From an optimization exercise on the open Yosys and OpenROAD flow, aimed at small area; shortcuts taken in it are not production practice. Function was checked by simulation only, so behaviour that the tests miss may differ from the original. Power and IR drop assume default switching activity.

the previous run:
Design sector_timer_bank, start of the top module:
module sector_timer_bank #(
  parameter int unsigned N_SECT      = 24,
  parameter int unsigned AW          = 5,
  parameter int unsigned TW          = 16,
  parameter int unsigned PW          = 16,
  parameter int unsigned STALL_TICKS = 5000
) (
  input  logic          i_clk,
  input  logic          i_rst,
  input  logic          i_tick_1us,
  input  logic          i_sct1,
  input  logic          i_sct2,
  input  logic          i_sct_id_ready,
  input  logic [AW-1:0] i_sct_id_mcu,
  input  logic          i_ram_change,
  input  logic          i_rd_en,
  input  logic [AW-1:0] i_rd_addr,
  output logic [TW-1:0] o_rd_data,
  output logic          o_rd_valid,
  output logic [AW-1:0] o_cur_sector,
  output logic [PW-1:0] o_period_out,
  output logic          o_not_rotate
);
==> module stb_period_logic, before the edit <==
module stb_period_logic #(
  parameter int unsigned PW = 16
) (
  input  logic          i_rst,
  input  logic          i_e1,
  input  logic          i_snap,
  input  logic [PW-1:0] i_live,
  input  logic [PW-1:0] i_out,
  output logic [PW-1:0] o_live_nxt,
  output logic [PW-1:0] o_out_nxt
);
  always_comb begin
    o_live_nxt = i_live;
    o_out_nxt  = i_out;
    if (i_rst) begin
      o_live_nxt = '0;
      o_out_nxt  = '0;
    end else if (i_snap) begin
      o_out_nxt  = i_live;
      o_live_nxt = i_e1 ? PW'(1) : '0;
    end else if (i_e1 && (i_live != '1)) begin
      o_live_nxt = i_live + PW'(1);
    end
  end
endmodule
export LEC_CHECK = 0
export CAP_MARGIN = 20
export CORE_MARGIN = 2
export CORE_UTILIZATION = 40
export CTS_BUF_LIST = sky130_fd_sc_hd__clkbuf_8 sky130_fd_sc_hd__clkbuf_16
export CTS_CLUSTER_DIAMETER = 80
export CTS_CLUSTER_SIZE = 30
export PLACE_DENSITY = 0.8
export SLEW_MARGIN = 20
export SYNTH_HIERARCHICAL = 1
export SYNTH_MINIMUM_KEEP_SIZE = 0
create_clock -name core_clock -period 5.0 [get_ports {i_clk}]
run.sh (not shown) runs the stock make flow with config.mk's settings and CLKGATE_MAP_FILE= SYNTH_SCRIPT=/design/flow/synth_recipe.tcl, a recipe that flattens the netlist after the stock synthesis.
The previous run went all the way through synthesis, placement and routing and the layout is clean on timing, DRC and antenna.
[inputs] the current run vs the previous run
diff --git a/flow/design.v b/flow/design.v
--- a/flow/design.v
+++ b/flow/design.v
@@ -85,20 +85,20 @@
   input  logic [PW-1:0] i_out,
   output logic [PW-1:0] o_live_nxt,
   output logic [PW-1:0] o_out_nxt
 );
-  always_comb begin
-    o_live_nxt = i_live;
-    o_out_nxt  = i_out;
-    if (i_rst) begin
-      o_live_nxt = '0;
-      o_out_nxt  = '0;
-    end else if (i_snap) begin
-      o_out_nxt  = i_live;
-      o_live_nxt = i_e1 ? PW'(1) : '0;
-    end else if (i_e1 && (i_live != '1)) begin
-      o_live_nxt = i_live + PW'(1);
-    end
+  logic        w_clr;
+  logic [PW:0] w_t;     
+  assign w_clr  = i_rst | i_snap;
+  assign w_t[0] = i_e1 & ~(&i_live);
+  for (genvar k = 0; k < PW; k++) begin : g_bit
+    assign w_t[k+1] = w_t[k] & i_live[k];
+    if (k == 0) begin : g_lsb
+      assign o_live_nxt[k] = w_clr ? (i_e1 & ~i_rst) : (i_live[k] ^ w_t[k]);
+    end else begin : g_msb
+      assign o_live_nxt[k] = ~w_clr & (i_live[k] ^ w_t[k]);
+    end
+    assign o_out_nxt[k] = ~i_rst & (i_snap ? i_live[k] : i_out[k]);
   end
 endmodule
 module stb_stall_logic #(
   parameter int unsigned STALL_TICKS = 5000,
[summary]
- Cmp the previous run and the current run / total placed instance area / lower: the current run
- Summary of the current run over the previous run: pin count of the biggest net entering global routing moved up; portion of the clock cycle consumed by the worst path in the final layout dropped 6.6 points; detailed-route wire length per cell down 0.14 um; total power picked up an extra 74 uW; wire length shows a reduction of 2.3%.
- Final instance area of the current run falls short of that of the previous run slightly.
- Of the two values seen for worst setup path endpoint, r_acc[19][12]$_DFFE_PP_ was produced by the previous run and r_acc[23][0]$_DFFE_PP_ by the current run.
- There was hardly any difference in fraction of area in non-clock buffers between the previous run and the current run.

-- afterwards: timing with drivers on the ports --
How much do the figures lean on ideal ports? The routed layouts below were timed once more, with nothing changed but the port constraints.
Step 1 (the two cells are an assumption about what drives the block):
set clk [get_ports {i_clk}]
set_driving_cell -lib_cell sky130_fd_sc_hd__clkbuf_16 $clk
set_driving_cell -lib_cell sky130_fd_sc_hd__buf_2 [delete_from_list [all_inputs] $clk]
Step 2 times the ports against the registers' clock, not the clock port: input delays grow and output delays shrink by t, the midpoint of the rising clock arrivals with the driver on.
Slacks: ideal / step 1 / step 2; pairs: ideal / step 1.
run	t (ns)	setup WS [ns]	worst slew at a driven data input, ns
the previous run	0.657	0.255 / 0.254 / 0.254	0.05
the current run	0.636	0.586 / 0.586 / 0.586	0.06
After both steps every run listed still meets setup and hold. The setup slack of the previous run, which loses most, moves by -0.001 ns with the drivers and by -0.001 ns with both steps.
